From an optimization exercise on the open Yosys and OpenROAD flow, aimed at small area; shortcuts taken in it are not production practice. Only simulation tests tie the RTL to the original design; equivalence was not proved.

==> flow/design.v (excerpt) <==
module fpMulPrepTop (
    input  wire logic                                   clk,
    input  wire logic                                   rstn,
    input  wire logic [fpPrepPkg::OPERAND_W-1:0]        i_a,
    input  wire logic [fpPrepPkg::OPERAND_W-1:0]        i_b,
    input  wire fpPrepPkg::precMode_t                   i_mode,
    output logic [fpPrepPkg::LANES-1:0]                 o_sign,
    output fpPrepPkg::expSum_t  [fpPrepPkg::LANES-1:0]  o_exp,
    output fpPrepPkg::manTile_t [fpPrepPkg::LANES-1:0]  o_manA,
    output fpPrepPkg::manTile_t [fpPrepPkg::LANES-1:0]  o_manB,
    output fpPrepPkg::precMode_t                        o_mode
);
Size in the first run: about 1100 I/O pins, ~20000 um^2 of cells after synthesis.
clock: 8.0 ns
lec_check: 0
cap_margin: 20
core_area: 5 5 185 185
die_area: 0 0 190 190
slew_margin: 20
standard.sh (not shown) runs the stock make flow with config.mk's settings and CLKGATE_MAP_FILE= SYNTH_SCRIPT=/design/flow/synth_recipe.tcl, a recipe that flattens the netlist after the stock synthesis.
==> flow/flow/run.sh <==
#!/bin/bash
# The standard layout with these changes:
#  - synthesis maps logic with abc's area-oriented default script and without
#    ORFS's adder extraction (abc_override.tcl); registers are untouched;
#  - port buffers use the smallest buffer cell;
#  - IO pins may sit one track apart, so a smaller die fits all 1110 pins;
#  - the clock tree uses clkbuf_8 cells, up to 16 registers per leaf buffer, and no dummy loads.
set -euo pipefail
W=$PWD
{ head -n 1 synth_recipe.tcl; cat flow/abc_override.tcl; tail -n +2 synth_recipe.tcl; } > synth_area.tcl
sed -e "s#SYNTH_SCRIPT=[^ ]*#SYNTH_SCRIPT=$W/synth_area.tcl ADDER_MAP_FILE=#" standard.sh > standard_area.sh
grep -q "SYNTH_SCRIPT=$W/synth_area.tcl" standard_area.sh
export BUFFER_PORTS_ARGS="-buffer_cell sky130_fd_sc_hd__buf_1"
export PLACE_PINS_ARGS="-min_distance 1 -min_distance_in_tracks"
export CTS_ARGS="-sink_clustering_enable -repair_clock_nets -dont_use_dummy_load -buf_list sky130_fd_sc_hd__clkbuf_8 -sink_clustering_size 16 -sink_clustering_max_diameter 60"
bash standard_area.sh > standard.log 2>&1
==> flow/flow/abc_override.tcl <==
# Map with abc's default area-oriented liberty script instead of ORFS's
# delay-driven one (the clock period leaves ample slack). Only the
# combinational mapping changes: registers are mapped before this by dfflibmap.
proc abc {args} {
  foreach opt {-script -D} {
    set i [lsearch -exact $args $opt]
    if {$i >= 0} { set args [lreplace $args $i [expr {$i + 1}]] }
  }
  yosys abc {*}$args
}
Then changed:
--- a/flow/flow/run.sh
+++ b/flow/flow/run.sh
@@ -5,5 +5,5 @@
 #  - port buffers use the smallest buffer cell;
 #  - IO pins may sit one track apart, so a smaller die fits all 1110 pins;
-#  - the clock tree uses clkbuf_8 cells, up to 16 registers per leaf buffer, and no dummy loads.
+#  - the clock tree uses clkbuf_16 cells, up to 24 registers per leaf buffer, and no dummy loads.
 set -euo pipefail
 W=$PWD
@@ -13,4 +13,4 @@
 export BUFFER_PORTS_ARGS="-buffer_cell sky130_fd_sc_hd__buf_1"
 export PLACE_PINS_ARGS="-min_distance 1 -min_distance_in_tracks"
-export CTS_ARGS="-sink_clustering_enable -repair_clock_nets -dont_use_dummy_load -buf_list sky130_fd_sc_hd__clkbuf_8 -sink_clustering_size 16 -sink_clustering_max_diameter 60"
+export CTS_ARGS="-sink_clustering_enable -repair_clock_nets -dont_use_dummy_load -buf_list sky130_fd_sc_hd__clkbuf_16 -sink_clustering_size 24 -sink_clustering_max_diameter 60"
 bash standard_area.sh > standard.log 2>&1
- CORE_AREA: 5 5 185 185 -> 5 5 235 235
- DIE_AREA: 0 0 190 190 -> 0 0 240 240
=>
- via count decreases by 5.7%
- synthesized area is unchanged
- fmax came out lower by about 0.5%
- global-route usage is lower by 15 points
- worst setup slack got worse by 0.030 ns
- design area went up by about 4%
- sequential share of layout area is lower by 1.5 points
- synthesized cell count is unchanged
- die area rises by 60%
- core utilization went down by 27 points
Then changed:
==> flow/flow/run.sh (replaced) <==
#!/bin/bash
# Standard layout, but port buffers are the smallest buffer and the clock tree
# uses small clock buffers without dummy loads.
export BUFFER_PORTS_ARGS="-buffer_cell sky130_fd_sc_hd__buf_1"
export CTS_ARGS="-sink_clustering_enable -repair_clock_nets -dont_use_dummy_load -buf_list sky130_fd_sc_hd__clkbuf_4"
bash standard.sh > standard.log 2>&1
- ABC_AREA: default -> 1
- CORE_AREA: 5 5 235 235 -> 5 5 215 215
- DIE_AREA: 0 0 240 240 -> 0 0 220 220
removed: flow/flow/abc_override.tcl
=> The new run never finished: it broke off in 3_2_place_iop (PPL-0024). Area after synthesis rises by 15%. Synthesized cell count rises by 45%.
Then changed:
==> flow/flow/run.sh (replaced) <==
#!/bin/bash
# The standard layout with these changes:
#  - synthesis maps logic with abc's area-oriented default script and without
#    ORFS's adder extraction (abc_override.tcl); registers are untouched;
#  - port buffers use the smallest buffer cell;
#  - IO pins may sit one track apart, so a smaller die fits all 1110 pins;
#  - the clock tree uses clkbuf_8 cells, up to 12 registers per leaf buffer, and no dummy loads.
set -euo pipefail
W=$PWD
{ head -n 1 synth_recipe.tcl; cat flow/abc_override.tcl; tail -n +2 synth_recipe.tcl; } > synth_area.tcl
sed -e "s#SYNTH_SCRIPT=[^ ]*#SYNTH_SCRIPT=$W/synth_area.tcl ADDER_MAP_FILE=#" standard.sh > standard_area.sh
grep -q "SYNTH_SCRIPT=$W/synth_area.tcl" standard_area.sh
export BUFFER_PORTS_ARGS="-buffer_cell sky130_fd_sc_hd__buf_1"
export PLACE_PINS_ARGS="-min_distance 1 -min_distance_in_tracks"
export CTS_ARGS="-sink_clustering_enable -repair_clock_nets -dont_use_dummy_load -buf_list sky130_fd_sc_hd__clkbuf_8 -sink_clustering_size 12 -sink_clustering_max_diameter 50"
bash standard_area.sh > standard.log 2>&1
==> flow/flow/abc_override.tcl (new file) <==
# Map with abc's default area-oriented liberty script instead of ORFS's
# delay-driven one (the clock period leaves ample slack). Only the
# combinational mapping changes: registers are mapped before this by dfflibmap.
proc abc {args} {
  foreach opt {-script -D} {
    set i [lsearch -exact $args $opt]
    if {$i >= 0} { set args [lreplace $args $i [expr {$i + 1}]] }
  }
  yosys abc {*}$args
}
- ABC_AREA: 1 -> default
- CORE_AREA: 5 5 215 215 -> 5 5 200 200
- DIE_AREA: 0 0 220 220 -> 0 0 205 205
After rerunning: With this change the flow produced a clean layout; synthesized area decreases by about 13%; synthesized cell count decreases by 31%.

==> separate check: timing with driven ports <==
The results above use ideal ports. As a check the final layouts listed here were re-extracted and re-timed, cells and wires unchanged. Step 1, drivers: a clkbuf_16 drives clk and a buf_2 each remaining input, both assumed. Step 2, shift: input delay + t, output delay - t, t = (earliest + latest rising clock arrival at the registers) / 2. This alone moves slack from input paths to output paths. Slacks: ideal ports / drivers / drivers and shift; pairs: ideal ports / drivers.
| run | shift t [ns] | setup slack, ns | clock arrival spread, ns |
|---|---|---|---|
| the first run | 0.603 | 2.014 / 1.963 / 2.566 | 0.074 / 0.073 |
| the second run | 0.639 | 1.984 / 1.928 / 2.567 | 0.065 / 0.065 |
| the fourth run | 0.690 | 2.178 / 2.124 / 2.813 | 0.048 / 0.049 |
After both steps setup and hold are still met in every run listed.
